From an optimization exercise on the open Yosys and OpenROAD flow, aimed at a short achievable clock period and few clock cycles; shortcuts taken in it are not production practice. Only simulation tests tie the RTL to the original design; equivalence was not proved.

[flow/flow/run.sh]
#!/bin/bash
# Layout: the standard flow, with these changes to how it is made:
#  - synthesis skips the full-adder extraction (ADDER_MAP_FILE empty), so ABC
#    maps the adders and compares itself and sees whole register-to-register
#    paths when it optimises for delay;
#  - timing repair aims for setup slack SETUP_SLACK_MARGIN ns beyond the
#    clock, so paths are made faster than the 30 ns clock needs;
#  - timing repair may resize cells to other footprints;
#  - the regAddr and regData pins are kept together (io.tcl).
# make's full output goes to flow_make.log; each ORFS step keeps its own log
# under orfs/logs/.
set -euo pipefail
here=$(cd "$(dirname "${BASH_SOURCE[0]}")" && pwd)
bash standard.sh ADDER_MAP_FILE= SETUP_SLACK_MARGIN=17.5 MATCH_CELL_FOOTPRINT=0 \
   IO_CONSTRAINTS="$here/io.tcl" finish > flow_make.log 2>&1
[flow/standard.sh]
#!/bin/bash
# synth_recipe.tcl (not shown) runs the flow's synth.tcl, then flattens the netlist and writes it again
# the make line also repeats each setting of config.mk as NAME=value (left out here)
make -C /OpenROAD-flow-scripts/flow DESIGN_CONFIG=/design/flow/config.mk WORK_HOME=/design/flow/orfs CLKGATE_MAP_FILE= SYNTH_SCRIPT=/design/flow/synth_recipe.tcl "${@:-finish}"
[flow/constraint.sdc]
create_clock -name core_clock -period 30.0 [get_ports {Clock}]
set_input_delay 6.0000 -clock core_clock [delete_from_list [all_inputs] [get_ports {Clock}]]
set_output_delay 6.0000 -clock core_clock [all_outputs]
set_load 0.01 [all_outputs]
[flow/flow/io.tcl]
# Keep the register read port's pins (regAddr in, regData out) together on
# the die edge, so its combinational path is short.
set_io_pin_constraint -group -pin_names {regAddr[0] regAddr[1] regAddr[2] regAddr[3] regData[0] regData[1] regData[2] regData[3] regData[4] regData[5] regData[6] regData[7] regData[8] regData[9] regData[10] regData[11] regData[12] regData[13] regData[14] regData[15]}
[flow/config.mk]
export PLATFORM = sky130hd
export DESIGN_NAME = tomasuloCore
export DESIGN_NICKNAME = tomasuloCore
export VERILOG_FILES = /design/flow/design.v
export SDC_FILE = /design/flow/constraint.sdc
export NUM_CORES = 4
export LEC_CHECK = 0
export CAP_MARGIN = 40
export CORE_MARGIN = 2
export CORE_UTILIZATION = 55
export SLEW_MARGIN = 40
[flow/design.v]
module addSubUnit
(
   input  logic [3:0]  op,
   input  logic [15:0] a,
   input  logic [15:0] b,
   output logic [15:0] res
);
   logic [15:0] quo;
   divFast u_div (.a(a), .b(b), .q(quo));
   always_comb
   begin
      case (op[2:0])
         3'd1:    res = a + b;
         3'd2:    res = a - b;
         3'd3:    res = 16'(a * b);
         default: res = quo;
      endcase
   end
endmodule
module divFast
(
   input  logic [15:0] a,
   input  logic [15:0] b,
   output logic [15:0] q
);
   function automatic logic [19:0] add20(input logic [19:0] x, input logic [19:0] y,
                                         input logic cin);
      logic [19:0] g, p, gg, pp, c;
      g  = x & y;
      p  = x | y;
      gg = g;
      pp = p;
      for (int span = 1; span < 20; span = span * 2)
         for (int i = 19; i >= span; i--)
         begin
            gg[i] = gg[i] | (pp[i] & gg[i - span]);
            pp[i] = pp[i] & pp[i - span];
         end
      c[0] = cin;
      for (int i = 1; i < 20; i++)
         c[i] = gg[i - 1] | (pp[i - 1] & cin);
      add20 = x ^ y ^ c;
   endfunction
   logic [15:1][19:0] mult;            
   logic [3:0]        q0, q1, q2, q3;
   logic [3:0]        r0;
   logic [7:0]        r1;
   logic [11:0]       r2;
   logic [19:0]       b1, b2, b4, b8, b16;
   always_comb
   begin
      b1  = {4'd0, b};
      b2  = {3'd0, b, 1'b0};
      b4  = {2'd0, b, 2'd0};
      b8  = {1'd0, b, 3'd0};
      b16 = {b, 4'd0};
      mult[1]  = b1;
      mult[2]  = b2;
      mult[4]  = b4;
      mult[8]  = b8;
      mult[3]  = add20(b2, b1, 1'b0);
      mult[5]  = add20(b4, b1, 1'b0);
      mult[6]  = {mult[3][18:0], 1'b0};
      mult[7]  = add20(b8, ~b1, 1'b1);
      mult[9]  = add20(b8, b1, 1'b0);
      mult[10] = {mult[5][18:0], 1'b0};
      mult[11] = add20(b8, mult[3], 1'b0);
      mult[12] = {mult[3][17:0], 2'd0};
      mult[13] = add20(b8, mult[5], 1'b0);
      mult[14] = {mult[7][18:0], 1'b0};
      mult[15] = add20(b16, ~b1, 1'b1);
   end
   always_comb
   begin
      logic [7:0] prod;
      q0 = 4'd15;
      if (b != 16'd0)
      begin
         q0 = 4'd0;
         if (b[15:4] == 12'd0)
            for (int m = 1; m < 16; m++)
               if (8'(4'(m) * b[3:0]) <= {4'd0, a[15:12]})
                  q0 = 4'(m);
      end
      prod = 8'(q0 * b[3:0]);
      r0   = a[15:12] - prod[3:0];
   end
   divDigit #(.RW(4))  u_d1 (.rIn(r0), .nib(a[11:8]), .mult(mult), .q(q1), .rOut(r1));
   divDigit #(.RW(8))  u_d2 (.rIn(r1), .nib(a[7:4]),  .mult(mult), .q(q2), .rOut(r2));
   divDigit #(.RW(12)) u_d3 (.rIn(r2), .nib(a[3:0]),  .mult(mult), .q(q3), .rOut());
   assign q = {q0, q1, q2, q3};
endmodule
module divDigit
#(
   parameter int RW = 4
)
(
   input  logic [RW-1:0]      rIn,
   input  logic [3:0]         nib,
   input  logic [15:1][19:0]  mult,
   output logic [3:0]         q,
   output logic [RW+3:0]      rOut
);
   localparam int W = RW + 4;          
   function automatic logic geq(input logic [W-1:0] x, input logic [W-1:0] y);
      logic [W-1:0] gt, ge;
      gt = x & ~y;
      ge = x | ~y;
      for (int span = 1; span < W; span = span * 2)
         for (int i = 0; i < W; i += 2 * span)
            if (i + span < W)
            begin
               gt[i] = gt[i + span] | (ge[i + span] & gt[i]);
               ge[i] = gt[i + span] | (ge[i + span] & ge[i]);
            end
      geq = ge[0];
   endfunction
   function automatic logic [W-1:0] sub(input logic [W-1:0] x, input logic [W-1:0] y);
      logic [W-1:0] g, p, gg, pp, c;
      g  = x & ~y;
      p  = x | ~y;
      gg = g;
      pp = p;
      for (int span = 1; span < W; span = span * 2)
         for (int i = W - 1; i >= span; i--)
         begin
            gg[i] = gg[i] | (pp[i] & gg[i - span]);
            pp[i] = pp[i] & pp[i - span];
         end
      c[0] = 1'b1;
      for (int i = 1; i < W; i++)
         c[i] = gg[i - 1] | pp[i - 1];
      sub = x ^ ~y ^ c;
   endfunction
   logic [W-1:0] rs;
   logic [W-1:0] diff [1:15];
   logic [15:1]  ge;
   logic [15:0]  oh;                   
   assign rs = {rIn, nib};
   always_comb
   begin
      for (int m = 1; m < 16; m++)
      begin
         diff[m] = sub(rs, mult[m][W-1:0]);
         ge[m]   = (mult[m][19:W] == '0) && geq(rs, mult[m][W-1:0]);
      end
      oh[0]  = !ge[1];
      oh[15] = ge[15];
      for (int m = 1; m < 15; m++)
         oh[m] = ge[m] && !ge[m + 1];
      q    = 4'd0;
      rOut = oh[0] ? rs : '0;
      for (int m = 1; m < 16; m++)
      begin
         q    = q | (oh[m] ? 4'(m) : 4'd0);
         rOut = rOut | (oh[m] ? diff[m] : '0);
      end
   end
endmodule
module tomasuloCore
(
   input  logic        Clock,
   input  logic        rst,
   input  logic        progWrite,
   input  logic [5:0]  progAddr,
   input  logic [15:0] progWord,
   input  logic        start,
   input  logic [6:0]  progLength,
   input  logic [3:0]  regAddr,
   output logic [15:0] regData,
   output logic        done
);
   logic [63:0][15:0] progMem;          
   logic [15:0] arch    [0:15];         
   logic [15:0] work    [0:15];         
   logic [15:0] workNext [0:15];
   logic [7:0]  ir;                     
   logic [15:0] opA, opB;               
   logic [15:0] nextWord;               
   logic [3:0]  nextJ, nextK;
   logic        irValid;
   logic [6:0]  pc;                     
   logic [6:0]  progLen;                
   logic        inOrder;                
   logic        running;
   logic [3:0]  op, dest;
   logic        writes;
   logic [15:0] result;
   logic [15:0] baseA, baseB;
   logic        inOrderWrite;
   logic        rollback;
   logic        more;                   
   logic        finish;
   assign op     = ir[7:4];
   assign dest   = ir[3:0];
   assign writes = irValid && (op >= 4'd1) && (op <= 4'd4);
   addSubUnit u_exec (.op(op), .a(opA), .b(opB), .res(result));
   always_comb
   begin
      for (int i = 0; i < 16; i++)
         workNext[i] = (writes && (dest == 4'(i))) ? result : work[i];
   end
   assign inOrderWrite = progWrite && inOrder && ({1'b0, progAddr} == pc);
   assign rollback     = start && (!inOrder || (pc > progLength));
   assign more         = (pc < progLen);
   assign finish       = running && !more;
   assign regData = arch[regAddr];
   always_ff @(posedge Clock)
   begin
      if (progWrite)
         progMem[progAddr] <= progWord;
   end
   always_comb
   begin
      if (start)
         nextWord = rollback ? progMem[0] : progMem[pc[5:0]];
      else if (running)
         nextWord = progMem[pc[5:0]];
      else
         nextWord = progWord;
   end
   assign nextJ = nextWord[7:4];
   assign nextK = nextWord[3:0];
   assign baseA = rollback ? arch[nextJ] : work[nextJ];
   assign baseB = rollback ? arch[nextK] : work[nextK];
   always_ff @(posedge Clock)
   begin
      ir  <= nextWord[15:8];
      opA <= (!rollback && writes && (dest == nextJ)) ? result : baseA;
      opB <= (!rollback && writes && (dest == nextK)) ? result : baseB;
   end
   always_ff @(posedge Clock)
   begin
      if (rst)
      begin
         for (int i = 0; i < 16; i++)
         begin
            arch[i] <= 16'(i);
            work[i] <= 16'(i);
         end
         irValid <= 1'b0;
         pc      <= 7'd0;
         progLen <= 7'd0;
         inOrder <= 1'b1;
         running <= 1'b0;
         done    <= 1'b0;
      end
      else
      begin
         if (running)
            for (int i = 0; i < 16; i++)
               arch[i] <= workNext[i];
         for (int i = 0; i < 16; i++)
            work[i] <= rollback ? arch[i] : workNext[i];
         if (start)
         begin
            running <= 1'b1;
            progLen <= progLength;
            done    <= 1'b0;
            if (rollback)
            begin
               irValid <= (progLength != 7'd0);
               pc      <= (progLength != 7'd0) ? 7'd1 : 7'd0;
            end
            else
            begin
               irValid <= (pc < progLength);
               pc      <= (pc < progLength) ? pc + 7'd1 : pc;
            end
         end
         else if (running)
         begin
            irValid <= more;
            if (more)
               pc <= pc + 7'd1;
            if (finish)
            begin
               running <= 1'b0;
               done    <= 1'b1;
               pc      <= 7'd0;
               inOrder <= 1'b1;
            end
         end
         else
         begin
            irValid <= inOrderWrite;
            if (inOrderWrite)
               pc <= pc + 7'd1;
            else if (progWrite)
               inOrder <= 1'b0;
         end
      end
   end
endmodule
==> results of run 1 <==
## state kept, by name, summed over array words and instances (netlist names)
register	count
opB	16
work	256
opA	16
progMem	1024
running	1
irValid	1
progLen	7
arch	256
pc	7
done	1
inOrder	1
ir	8
## cell type report
class                           instances  area (µm²)
Tap cell                             2624        3280
Clock inverter                         81         838
Antenna cell                           10        25.0
Sequential cell                      1594       42200
Timing Repair Buffer                  553        5370
Inverter                              107         410
Fill cell                           16100       75000
Clock buffer                          238        4750
Multi-Input combinational cell       7952       63300
## final timing paths
check                end  cells past startpoint
min reg2reg         done                      2
max reg2reg   arch[7][2]                     43
max          regData[15]                     10
min                 done                      2
## Yosys cell counts (38+ instances only)
cell,number
edfxtp_1,1024
nor2_1,974
mux2_2,921
nand2_1,851
clkbuf_1,783
dfxtp_1,570
xnor2_1,531
a21oi_1,499
a22oi_1,467
o21ai_0,354
mux4_2,336
a211oi_1,332
maj3_1,276
mux2i_1,240
nand3_1,186
buf_1,146
xor2_1,136
a32o_1,123
a221oi_1,121
nand4_1,120
nor3_1,117
inv_1,95
a22o_1,88
o22ai_1,86
nand2b_1,84
a31oi_1,79
and2_1,68
buf_2,68
o21bai_1,65
o211ai_1,56
nor2b_1,48
o31ai_1,47
nor4_1,44
a311oi_1,38
o221ai_1,38
## through the flow
step / std cells
6_report: 13200
5_1_grt: 13200
4_1_cts: 13100
3_5_place_dp: 12700
3_3_place_gp: 12700
2_1_floorplan: 10700
## cells by family (layout without fill, tap and decap cells)
kind of cell	count (synthesis)	in the layout	share of synthesized area, %
other	0	10	0
adder cells (fa/ha/maj)	290	290	2.70
AND/OR/NAND/NOR	2642	2642	10.9
multiplexers	1498	1498	18.8
XOR/XNOR	672	672	5.48
flip-flops	1594	1594	39.0
buffers and inverters	1134	979	4.20
AO/OA/AOI/OAI	2850	2850	18.9
## metal layers
metal | global-route usage [%] | vias to the layer above
met3 | 13.1 | 2010
li1 | - | 40400
met1 | 57.7 | 48000
met4 | 27.4 | 16
met2 | 60.6 | 7322
met5 | 0.366 | -
## what timing repair did
action / CTS / global route
gates cloned: 1 / 1
buffers inserted: 105 / 41
setup endpoints to repair: 153 / 159
pin swaps: 61 / 36
endpoints found under the hold margin: 0 / 0
gates resized for setup: 212 / 93
## tightest hold or removal path, stage by stage (launching register included)
cell and delay (ns):
dfxtp_1 0.33, a21oi_1 0.06, nor2_1 0.07
==> metrics.md, run 1 <==
| Metric | Value |
|---|---|
| Sequential area share after synthesis | `39.0%` |
| # DRC | `0` |
| Most frequent cells in the layout | `edfxtp_1 (1024), mux2_2 (921), nor2_1 (901)` |
| Die Y-Extent | `between 400 and 500 µm` |
| CP Launch Point | `regAddr[2]` |
| Fmax | `roughly 74 MHz` |
| Largest net degree at the start of global routing | `195` |
| Number of core rows | `162` |
| Routed vias/inst | `7.43` |
| Max FO, Critical Path | `7` |
| Placed inst area | `approximately 110000 µm²` |
| Effective utilization at floorplan | `~55%` |
| Hpwl dp | `a little under 300 mm` |
| Clk slew on worst S/H paths | `0.06 ns` |
| Setup ws final | `between 15 and 20 ns` |
| Tcrit/Tclk final | `roughly 45%` |
| Mapped cell area | `~110000 µm²` |
| # H-tree levels | `4` |
| Die area | `between 200000 and 250000 µm²` |
| Least-Margin Pin Slew | `around 0.98 ns` |
| Cell mode on critical path | `buf_12` |
| Bufs and invs on worst path | `4` |
| Hold Path Class | `register to register` |
| DRT Wirelength | `~450 mm` |
| Met2 wire len | `182 mm` |
| First-pass GRT wire length | `between 600 and 700 mm` |
| Vias in the first global route | `between 90000 and 100k` |
| CP peak stage delay | `0.29 ns` |
| Port buffer count | `53` |
| # hold bufs at CTS | `0` |
| Cell Chain, Critical Path | `buf_12 > nand2b_4 > buf_4 > nor2_4 > buf_12 > a22o_1 > a221oi_2 > nand3_1 > o22a_2 > buf_6` |
| Final instance area | `between 100000 and 150000 µm²` |
| GPL Wtd Cong | `approximately 1.1` |
| Hold slack | `0.502 ns` |
| IO Pins | `54` |
| RR Startpoint | `opB[2]` |
| Vias | `just under 100k` |
| Most common cell after layout, fill and taps aside | `edfxtp_1` |
| Synth area leaders | `edfxtp_1 (28%), dfxtp_1 (11%), mux2_2 (9.6%), mux4_2 (7.0%), xnor2_1 (4.3%)` |
| Post-synth EDFFs | `about 1000` |
| Rel. slew slack | `34.3%` |
| Startpoint Class | `input pin` |
| Area delta synth->final | `11.1%` |
| Max Root-Sink Buffers | `3` |
| Cells after Synth | `about 11000` |
| Synth async-reset ratio | `0%` |
| Worst setup EP type | `output pin` |
| Die width | `about 450 µm` |
| # setup viols final | `0` |
| Number of buffers created by CTS | `172` |
| CTS tree | `built` |
| Nets | `about 10000` |
| Yosys warnings | `12` |
| Clk latency of the worst-skew pair | `0.85 ns` |
| Prevailing post-synth register cell | `edfxtp_1` |
| Post-layout minimum cycle time | `13.56 ns` |
| Yosys top cell by area | `edfxtp_1` |
| Netlist cell types | `126` |
| Number of max-slew violations in the final report | `0` |
| Initial DRT Pass Iterations | `13` |
| Final core occ | `61.6%` |
| Top cell family by delay on the critical path | `compound AO/OA/AOI/OAI gates` |
| Clock root cell | `clkbuf_16` |
| Unrepaired setup endpoints after global routing | `true` |
| Remaining antenna violation count | `0` |
| Total of max-cap violations | `0` |
| Status | `timing/DRC/antenna clean` |
| Max layer used | `met5` |
| Met3 wirelength from detailed routing | `between 60 and 70 mm` |
| Synthesized flop and latch total | `1594` |
| Avg WL per Cell | `between 30 and 40 µm` |
| Syn Area/Cell | `between 10 and 15 µm²` |
| GRT Overall Usage | `a little over two fifths` |
| Starting DRT DRC Count | `between 15000 and 20000` |
| Setup Skew | `approximately 0.083 ns` |
| DP Worst Slack | `14.77 ns` |
| Core ar. | `between 150000 and 200000 µm²` |
| Yosys top cell area share | `between 20% and 30%` |
| Total grt overflow | `0` |
| Arrival @ worst endpoint | `7.56 ns` |
| Hold path start | `done` |
| Initial antenna violation count | `21` |
| Critical path type | `input pin to output pin` |
| Reg-to-reg slack, setup | `17.62 ns` |
| Proportion of layout cells with a drive suffix above 1 | `approximately a quarter` |
| Worst EP required | `roughly 24 ns` |
| Met1 wire length | `around 170 mm` |
| Clock sink count | `around 1600` |
| Post-Route Setup TNS | `0 ns` |
| Crit-path slowest cell | `o22a_2` |
| Hold Violations, Final | `0` |
Testbench counts, summed over its fixed seeds: cycles 21,288.
==> run 2: changes to the inputs <==
--- a/flow/flow/run.sh
+++ b/flow/flow/run.sh
@@ -8,5 +8,3 @@
 #  - timing repair may resize cells to other footprints;
-#  - the regAddr and regData pins are kept together (io.tcl).
-# make's full output goes to flow_make.log; each ORFS step keeps its own log
-# under orfs/logs/.
+#  - the regAddr and regData pins are kept together (io.tcl);
 set -euo pipefail
--- a/flow/config.mk
+++ b/flow/config.mk
@@ -9,3 +9,4 @@
 export CORE_MARGIN = 2
-export CORE_UTILIZATION = 55
+export CORE_UTILIZATION = 40
 export SLEW_MARGIN = 40
+export SYNTH_HIERARCHICAL = 1
==> run 2 against run 1 <==
  * Highest routed layer unchanged
  * Die area is 49% higher
  * Non-clock buffer count rose by 343
  * First-iteration DRC count down 3.9%
  * Final area rose by 16%
  * Synthesized cell count rose by 12%
  * Worst hold slack improved by 0.0079 ns
  * Still clean
  * Maximum frequency decreased by 0.11%
  * Clock skew down 0.0016 ns
==> metrics.md, run 2 <==
| Metric | Value |
|---|---|
| Bufs and invs on worst path | `4` |
| Clk latency of the worst-skew pair | `0.89 ns` |
| Least-Margin Pin Slew | `roughly 1.0 ns` |
| Die area | `about 300000 µm²` |
| Clock sink count | `around 1600` |
| Die width | `about 550 µm` |
| Nets | `between 10000 and 15000` |
| Fill count | `about 27000` |
| CTS tree | `built` |
| # setup viols final | `0` |
| Initial antenna violation count | `37` |
| Yosys warnings | `18` |
| Most common cell after layout, fill and taps aside | `edfxtp_1` |
| Crit-path slowest cell | `o22a_4` |
| # H-tree levels | `4` |
| Clock root cell | `clkbuf_16` |
| Worst EP required | `24.00 ns` |
| Port buffer count | `53` |
| Post-layout minimum cycle time | `roughly 14 ns` |
| Fmax | `roughly 74 MHz` |
| Dpl cells | `between 15000 and 20000` |
| Avg WL per Cell | `34.4 µm` |
| Vias | `~110k` |
| Cell mode on critical path | `buf_12` |
| DRT Wirelength | `roughly 560 mm` |
| Initial DRT Pass Iterations | `10` |
| Max reg flops | `just over 1000` |
| Total of max-cap violations | `0` |
| # hold bufs at CTS | `0` |
| Cells after Synth | `about 12000` |
| Max FO, Critical Path | `12` |
| Total grt overflow | `0` |
| Final instance area | `139000 µm²` |
| Starting DRT DRC Count | `15600` |
| GRT Overall Usage | `~36%` |
| Final core occ | `a little under half` |
| IO Pins | `54` |
| Mapped cell area | `between 100000 and 150000 µm²` |
| Clk slew on worst S/H paths | `~0.060 ns` |
| Max Root-Sink Buffers | `4` |
| Reg-to-reg slack, setup | `about 17 ns` |
| Biggest regs | `progMem: 1024 flops, arch: 256 flops, work: 256 flops` |
| # DRC | `0` |
| Die Y-Extent | `roughly 550 µm` |
| Status | `timing/DRC/antenna clean` |
| Core ar. | `just under 300000 µm²` |
| Arrival @ worst endpoint | `between 7 and 8 ns` |
| Placed inst area | `124000 µm²` |
| CP peak stage delay | `~0.28 ns` |
| Hold Violations, Final | `0` |
| Number of max-slew violations in the final report | `0` |
| Most frequent cells in the layout | `edfxtp_1 (1024), nor2_1 (1017), mux2_2 (943)` |
| Unrepaired setup endpoints after global routing | `true` |
| Biggest register | `progMem` |
| First-pass GRT wire length | `a little under 800 mm` |
| Tcrit/Tclk final | `between 40% and 50%` |
| Critical path type | `input pin to output pin` |
| Hpwl dp | `around 350 mm` |
| Fin cells | `around 16000` |
| Vias in the first global route | `between 100k and 150k` |
| Area delta synth->final | `18.2%` |
| Startpoint Class | `input pin` |
| GPL Wtd Cong | `about 0.99` |
| Setup Skew | `~0.081 ns` |
| Effective utilization at floorplan | `approximately two fifths` |
| Proportion of layout cells with a drive suffix above 1 | `between 20 and 30%` |
| Number of core rows | `about 200` |
| Top cell family by delay on the critical path | `buffers and inverters` |
| Remaining antenna violation count | `0` |
| Rel. slew slack | `between 30% and 40%` |
| Largest net degree at the start of global routing | `slightly above 200` |
| Cell Chain, Critical Path | `buf_12 > nand2b_4 > nor3_4 > buf_12 > buf_4 > a22oi_1 > nand4_1 > o22a_4 > buf_6` |
| Hold Path Class | `register to register` |
| Syn Area/Cell | `9.82 µm²` |
| Post-Route Setup TNS | `0 ns` |
| Routed vias/inst | `roughly 7` |
| Number of buffers created by CTS | `180` |
| Worst setup EP type | `output pin` |
==> run 2: path summary, 6_finish.rpt <==
kind	startpoint	to	depth (start not counted)
worst min-delay path	progLen[6]	progLen[6]	2
worst min register to register	progLen[6]	progLen[6]	2
worst max-delay path	regAddr[3]	regData[1]	9
worst max register to register	opB[0]	arch[5][0]	56
==> run 2: final cells by class <==
class / instances / area, µm² / share of cell area (%)
timing repair buffer: 896 / 9310 / 6.70
tap: 3900 / 4880 / 3.51
clock inverter: 69 / 647 / 0.466
inverter: 267 / 1140 / 0.820
clock buffer: 247 / 5020 / 3.62
multi-input combinational: 9201 / 75600 / 54.4
antenna: 23 / 57.6 / 0.0414
sequential: 1594 / 42200 / 30.4
==> run 2: worst min-delay path, delay by kind of cell (launching register included) <==
family	cells	cell delay (ns)
muxes	1	0.07
DFF	1	0.33
and+or+nand+nor	1	0.07
==> run 2: per-layer routing <==
| layer | GRT usage (%) | part of all wire [%] | vias to the layer above |
|---|---|---|---|
| met2 | 52.4 | 42 | 7257 |
| met3 | 9.49 | 11 | 1899 |
| li1 | - | - | 45800 |
| met4 | 20.6 | 7.1 | 36 |
| met5 | 0 | 0.092 | - |
| met1 | 46.9 | 39 | 55100 |
==> run 2: stage by stage <==
step	worst slack, ns	hold slack [ns]
6_report	16.43	0.510
4_1_cts	16.46	0.509
3_3_place_gp	12.92	0.471
5_1_grt	16.42	0.525
3_5_place_dp	13.32	0.493
2_1_floorplan	16.99	0.452
==> run 2: timing repair <==
action                     CTS  global route
pin swaps                  299           195
setup endpoints to repair  288           152
buffers inserted           347            47
gates resized for setup    907           334
gates cloned                32             4
==> run 3: changes to the inputs <==
==> flow/flow/run.sh (replaced) <==
#!/bin/bash
# Layout: the standard flow (standard synthesis unchanged), with these
# changes to how the layout is made:
#  - timing repair aims for setup slack SETUP_SLACK_MARGIN ns beyond the
#    clock, so paths are made faster than the 30 ns clock needs;
#  - timing repair may resize cells to other footprints;
#  - the regAddr and regData pins are kept together (io.tcl).
# make's full output goes to flow_make.log; each ORFS step keeps its own log
# under orfs/logs/.
set -euo pipefail
here=$(cd "$(dirname "${BASH_SOURCE[0]}")" && pwd)
bash standard.sh SETUP_SLACK_MARGIN=17.5 MATCH_CELL_FOOTPRINT=0 \
   IO_CONSTRAINTS="$here/io.tcl" finish > flow_make.log 2>&1
--- a/flow/config.mk
+++ b/flow/config.mk
@@ -11,2 +11 @@
 export SLEW_MARGIN = 40
-export SYNTH_HIERARCHICAL = 1
==> run 3 against run 2 <==
  * Still clean on timing, DRC and antenna
  * Final cell count down 5.7%
  * Count of clock-buffer cells in the layout decreased by 16
  * Critical path depth is 55 higher
  * Sequential share of layout area is 0.40 points higher
  * Routed wire length fell by 6.1%
  * Register-to-register slack worse by 1.8 ns
  * Clock skew is 0.018 ns higher
  * Critical path type is now register to register
==> metrics.md, run 3 <==
| Metric | Value |
|---|---|
| GRT Overall Usage | `roughly a third` |
| Most frequent cells in the layout | `mux2_2 (1039), edfxtp_1 (1024), nor2_1 (826)` |
| Crit-path slowest cell | `or4_4` |
| # setup viols final | `0` |
| Post-synth EDFFs | `between 1000 and 1500` |
| Effective utilization at floorplan | `40.2%` |
| Fmax | `66.4 MHz` |
| Arrival @ worst endpoint | `around 16 ns` |
| Cell with the most instances after synthesis | `mux2_2` |
| Dpl cells | `~15000` |
| Synth async-reset ratio | `0%` |
| Worst EP required | `a little over 30 ns` |
| Netlist cell types | `between 100 and 150` |
| Clk latency of the worst-skew pair | `0.89 ns` |
| DP Worst Slack | `10.80 ns` |
| Clock sink count | `~1600` |
| CP peak stage delay | `roughly 0.62 ns` |
| # H-tree levels | `4` |
| Number of core rows | `between 150 and 200` |
| Initial antenna violation count | `26` |
| Tcrit/Tclk final | `between 50% and 60%` |
| Sequential area share after synthesis | `36.4%` |
| Total grt overflow | `0` |
| Setup Skew | `~0.099 ns` |
| Biggest regs | `progMem: 1024 flops, arch: 256 flops, work: 256 flops` |
| Initial DRT Pass Iterations | `10` |
| Rel. slew slack | `~24%` |
| Least-Margin Pin Slew | `about 1.1 ns` |
| Area delta synth->final | `18.2%` |
| Prevailing post-synth register cell | `edfxtp_1` |
| Unrepaired setup endpoints after global routing | `true` |
| GPL Wtd Cong | `about 1.1` |
| Max FO, Critical Path | `11` |
| Syn Area/Cell | `approximately 10 µm²` |
| Hold Violations, Final | `0` |
| Yosys top cell by area | `edfxtp_1` |
| Core ar. | `between 200000 and 300000 µm²` |
| Synthesized flop and latch total | `1594` |
| Post-Route Setup TNS | `0 ns` |
| Setup ws final | `roughly 15 ns` |
| Proportion of layout cells with a drive suffix above 1 | `approximately 28%` |
| Largest net degree at the start of global routing | `160` |
| Clk slew on worst S/H paths | `approximately 0.060 ns` |
| Die Y-Extent | `542 µm` |
| Routed vias/inst | `approximately 6.7` |
| Avg WL per Cell | `34.3 µm` |
| DRT Wirelength | `between 500 and 600 mm` |
| Nets | `roughly 12000` |
| Vias | `102000` |
| Die area | `294000 µm²` |
| Total of max-cap violations | `0` |
| Synth area leaders | `edfxtp_1 (27%), mux2_2 (10%), dfxtp_1 (9.8%), ha_1 (8.9%), mux4_2 (6.5%)` |
| First-pass GRT wire length | `around 730 mm` |
| Vias in the first global route | `a little under 100k` |
| Clock root cell | `clkbuf_16` |
| Mapped cell area | `116000 µm²` |
| Top post-synthesis cells by count | `mux2_2 (1040), edfxtp_1 (1024), nor2_1 (910), ha_1 (827), nand2_1 (691)` |
| Cell mode on critical path | `ha_4` |
| Number of buffers created by CTS | `approximately 170` |
| Cells after Synth | `~11000` |
| Yosys warnings | `12` |
| IO Pins | `54` |
| Most common cell after layout, fill and taps aside | `mux2_2` |
| Post-layout minimum cycle time | `15.05 ns` |
| Die width | `~540 µm` |
| Critical path type | `register to register` |
| Port buffer count | `53` |
| Startpoint Class | `register` |
| Max reg flops | `1024` |
| CTS tree | `built` |
| Remaining antenna violation count | `0` |
| Starting DRT DRC Count | `14500` |
| Worst setup EP type | `register` |
| Status | `timing/DRC/antenna clean` |
| Number of max-slew violations in the final report | `0` |
| # DRC | `0` |
| Hpwl dp | `about 350 mm` |
| Hold slack | `0.457 ns` |
| Hold Path Class | `register to register` |
| Biggest register | `progMem` |
| Yosys top cell area share | `a little over a quarter` |
| Max Root-Sink Buffers | `4` |
| Fin cells | `approximately 15000` |
[run 3: area by class of cell]
class / instances / area, µm²
clock buffer: 231 / 4750
clock inverter: 72 / 649
multi-input combinational: 8246 / 74400
tap: 3781 / 4730
timing repair inverter: 1 / 11.3
sequential: 1594 / 42200
timing repair buffer: 812 / 8140
fill: 26100 / 151000
antenna: 10 / 25.0
inverter: 519 / 2020
[run 3: cell families after synthesis]
kind of cell | share of synthesized area, %
xor gates and xnor gates | 2.95
and+or+nand+nor | 10.5
adders and majority gates | 11.1
buffers and inverters | 4.10
muxes | 18.6
AOI/OAI and AO/OA | 16.3
DFF | 36.4
[run 3: per-layer routing]
layer	global-route usage, %	share of wire, %	vias up
met3	7.49	10	1551
li1	-	-	42700
met4	17.0	6.1	16
met2	51.5	43	6213
met1	45.9	40	51400
met5	0	0.019	-
[run 3: final timing paths]
kind / startpoint / endpoint / slack [ns] / depth (start not counted)
worst min register to register: done / done / 0.46 / 2
worst max-delay path: opB[2] / work[15][2] / 14.95 / 64
worst min-delay path: done / done / 0.46 / 2
worst max register to register: opB[2] / work[15][2] / 14.95 / 64
[run 3: metrics by stage]
stage	utilization [%]	instance area (µm²)
after global placement	42.5	123000
after floorplan	-	117000
after global routing	47.5	137000
after CTS	46.2	133000
after detailed placement	42.8	123000
final	47.5	137000
[run 3: worst max-delay path: cells and delay by family, from the launching register on]
| kind | cells | cell delay, ns |
|---|---|---|
| flip-flops | 1 | 0.41 |
| adder cells (fa/ha/maj) | 11 | 3.23 |
| AND/OR/NAND/NOR | 20 | 4.80 |
| AO/OA/AOI/OAI | 17 | 3.77 |
| XOR/XNOR | 4 | 0.85 |
| buffers and inverters | 12 | 1.80 |
[run 3: repair_timing]
item | CTS | global route
pin swaps | 165 | 295
gates cloned | 17 | 9
resized for setup | 579 | 449
setup buffers | 237 | 118
endpoints found under the setup margin | 288 | 288
hold buffers | 0 | 0
==> run 4: changes to the inputs <==
==> flow/run.sh (new file) <==
#!/bin/bash
# synth_recipe.tcl (not shown) runs the flow's synth.tcl, then flattens the netlist and writes it again
# the make line also repeats each setting of config.mk as NAME=value (left out here)
make -C /OpenROAD-flow-scripts/flow DESIGN_CONFIG=/design/flow/config.mk WORK_HOME=/design/flow/orfs CLKGATE_MAP_FILE= SYNTH_SCRIPT=/design/flow/synth_recipe.tcl finish
--- a/flow/config.mk
+++ b/flow/config.mk
@@ -10,2 +10,3 @@
 export CORE_UTILIZATION = 40
+export SETUP_SLACK_MARGIN = 5
 export SLEW_MARGIN = 40
removed: flow/flow/run.sh
removed: flow/flow/io.tcl
removed: flow/standard.sh
==> run 4 against run 3 <==
  * Still clean
  * Clock skew is 0.024 ns higher
  * Worst hold slack better by 0.010 ns
  * Largest cell class unchanged
==> metrics.md, run 4 <==
| Metric | Value |
|---|---|
| Status | `timing/DRC/antenna clean` |
| Fmax | `~51 MHz` |
| Tcrit/Tclk final | `about 65%` |
| Rel. slew slack | `a little over a third` |
| Hold Violations, Final | `0` |
| Cell with the most instances after synthesis | `mux2_2` |
| Post-synth EDFFs | `1024` |
| Remaining antenna violation count | `0` |
| Arrival @ worst endpoint | `20.23 ns` |
| Post-CTS sizing | `0` |
| Least-Margin Pin Slew | `roughly 0.97 ns` |
| Startpoint Class | `register` |
| Top post-synthesis cells by count | `mux2_2 (1040), edfxtp_1 (1024), nor2_1 (910), ha_1 (827), nand2_1 (691)` |
| Number of max-slew violations in the final report | `0` |
| Most frequent cells in the layout | `mux2_2 (1040), edfxtp_1 (1024), nor2_1 (850)` |
| Proportion of layout cells with a drive suffix above 1 | `between 20% and 30%` |
| First-pass GRT wire length | `roughly 710 mm` |
| Nets | `around 12000` |
| Area delta synth->final | `10.5%` |
| Number of buffers created by CTS | `roughly 180` |
| Total grt overflow | `0` |
| Clk slew on worst S/H paths | `approximately 0.06 ns` |
| Hold Path Class | `register to register` |
| Cells after Synth | `about 11000` |
| Prevailing post-synth register cell | `edfxtp_1` |
| Post-Route Setup TNS | `0 ns` |
| # setup viols final | `0` |
| Sequential area share after synthesis | `between 30 and 40%` |
| Core ar. | `roughly 290000 µm²` |
| Initial DRT Pass Iterations | `13` |
| Largest net degree at the start of global routing | `approximately 180` |
| # DRC | `0` |
| Number of core rows | `between 150 and 200` |
| # H-tree levels | `4` |
| Initial antenna violation count | `28` |
| Syn Area/Cell | `~10 µm²` |
| Max reg flops | `a little over 1000` |
| Setup ws final | `about 10 ns` |
| Total of max-cap violations | `0` |
| Clock root cell | `clkbuf_16` |
| # hold bufs at CTS | `0` |
| Unrepaired setup endpoints after global routing | `false` |
| Synth area leaders | `edfxtp_1 (27%), mux2_2 (10%), dfxtp_1 (9.8%), ha_1 (8.9%), mux4_2 (6.5%)` |
| IO Pins | `54` |
| DP Worst Slack | `around 11 ns` |
| Die Y-Extent | `between 500 and 600 µm` |
| Biggest regs | `progMem: 1024 flops, arch: 256 flops, work: 256 flops` |
| Vias | `~99000` |
| Synthesized flop and latch total | `around 1600` |
| Post-CTS Setup Inserts | `0` |
| Avg WL per Cell | `33.9 µm` |
| Vias in the first global route | `about 95000` |
| CP peak stage delay | `about 0.81 ns` |
| Netlist cell types | `112` |
| Hpwl dp | `between 300 and 400 mm` |
| GPL Wtd Cong | `1.05` |
| Cell mode on critical path | `buf_4` |
| Clock sink count | `1594` |
| Worst setup EP type | `register` |
| Post-layout minimum cycle time | `between 15 and 20 ns` |
| Biggest register | `progMem` |
| Worst EP required | `a little over 30 ns` |
| Die area | `294000 µm²` |
| GRT Overall Usage | `about a third` |
| Die width | `between 500 and 600 µm` |
| Routed vias/inst | `roughly 6.7` |
| Yosys top cell by area | `edfxtp_1` |
| Crit-path slowest cell | `or4_1` |
| Starting DRT DRC Count | `between 10000 and 15000` |
| Mapped cell area | `116000 µm²` |
| Effective utilization at floorplan | `slightly above 40%` |
| RR Startpoint | `opB[1]` |
| CP Launch Point | `opB[1]` |
| DRT Wirelength | `roughly 510 mm` |
| Critical path type | `register to register` |
| Max Root-Sink Buffers | `4` |
| Most common cell after layout, fill and taps aside | `mux2_2` |
| Max FO, Critical Path | `29` |
| Yosys top cell area share | `between 20% and 30%` |
| Setup Skew | `0.123 ns` |
| Synth async-reset ratio | `0%` |
| Clk latency of the worst-skew pair | `~0.89 ns` |
| Yosys warnings | `12` |
| CTS tree | `built` |
| Port buffer count | `53` |
| Hold path start | `done` |
## run 4: kinds of logic (layout without fill, tap and decap cells)
group | count (synthesis) | count (layout) | share of synthesized area [%]
compound gates | 2667 | 2667 | 16.3
simple gates | 2604 | 2604 | 10.5
mux | 1609 | 1609 | 18.6
flops | 1594 | 1594 | 36.4
buf+inv | 1253 | 1261 | 4.10
fa+ha+maj | 974 | 974 | 11.1
xor+xnor | 387 | 387 | 2.95
other cells | 0 | 19 | 0
## run 4: through the flow
step	hold slack [ns]	utilization [%]	std cells	cell area (µm²)
finish	0.467	44.5	14900	128000
global route	0.508	44.4	14900	128000
CTS	0.471	44.4	14900	128000
detailed placement	0.465	42.4	14600	122000
global placement	0.467	42.3	14600	122000
floorplan	0.449	-	11100	116000
## run 4: worst max-delay path, delay by kind of cell (launching register included)
| family | cells | cell delay (ns) |
|---|---|---|
| AO/OA/AOI/OAI | 23 | 6.97 |
| AND/OR/NAND/NOR | 14 | 4.83 |
| buffers and inverters | 12 | 3.40 |
| adder cells (fa/ha/maj) | 7 | 2.71 |
| XOR/XNOR | 4 | 1.04 |
| flip-flops | 1 | 0.31 |
## run 4: final cells by class
| cell class | instances | area (µm²) |
|---|---|---|
| clock inverters | 75 | 737 |
| multi-input cells | 8241 | 69900 |
| well taps | 3781 | 4730 |
| diodes | 19 | 47.5 |
| clock buffers | 223 | 4780 |
| fillers | 26700 | 160000 |
| repair buffers | 444 | 3780 |
| inverters | 519 | 1950 |
| flip-flops and latches | 1594 | 42200 |
## run 4: final timing paths
check	cells after the start	slack [ns]	endpoint
hold reg to reg	2	0.47	done
setup reg to reg	60	10.45	arch[5][2]
setup / recovery	60	10.45	arch[5][2]
hold / removal	2	0.47	done
## run 4: layer usage
metal  global-route usage, %  routed length, µm  part of all wire, %
met1                    44.6             207000                   41
met2                    50.3             218000                   43
met3                    7.18              49200                  9.7
met4                    17.0              31200                  6.2
met5                       0                170                0.034

-- static timing again, ports no longer ideal --
In the flow no input, the clock included, has a driving cell. The finished layouts below were timed again as built, in two steps. Step 1: set_driving_cell puts a clkbuf_16 on Clock and a buf_2 on each other input, an assumption about the parent block. Step 2, shift: input delay + t, output delay - t, t = (earliest + latest rising clock arrival at the registers) / 2. This alone moves slack from input paths to output paths. a / b / c = no drivers / after step 1 / after step 2; a / b = the first two.
run	t, ns	setup WS [ns]	worst setup path after step 2	worst register clock-pin slew, ns	worst data-port slew with drivers (ns)
run 1	0.888	16.440 / 16.362 / 16.362	input to output	0.07 / 0.07	0.40
run 2	0.943	16.425 / 16.337 / 16.337	input to output	0.08 / 0.08	0.14
run 3	0.929	14.948 / 14.948 / 14.948	register to register	0.08 / 0.08	0.12
run 4	0.922	10.447 / 10.447 / 10.447	register to register	0.07 / 0.07	0.09
After both steps setup and hold are still met in every run listed. For run 2, which loses most, drivers alone change the setup slack by -0.088 ns; drivers and shift together by -0.088 ns.
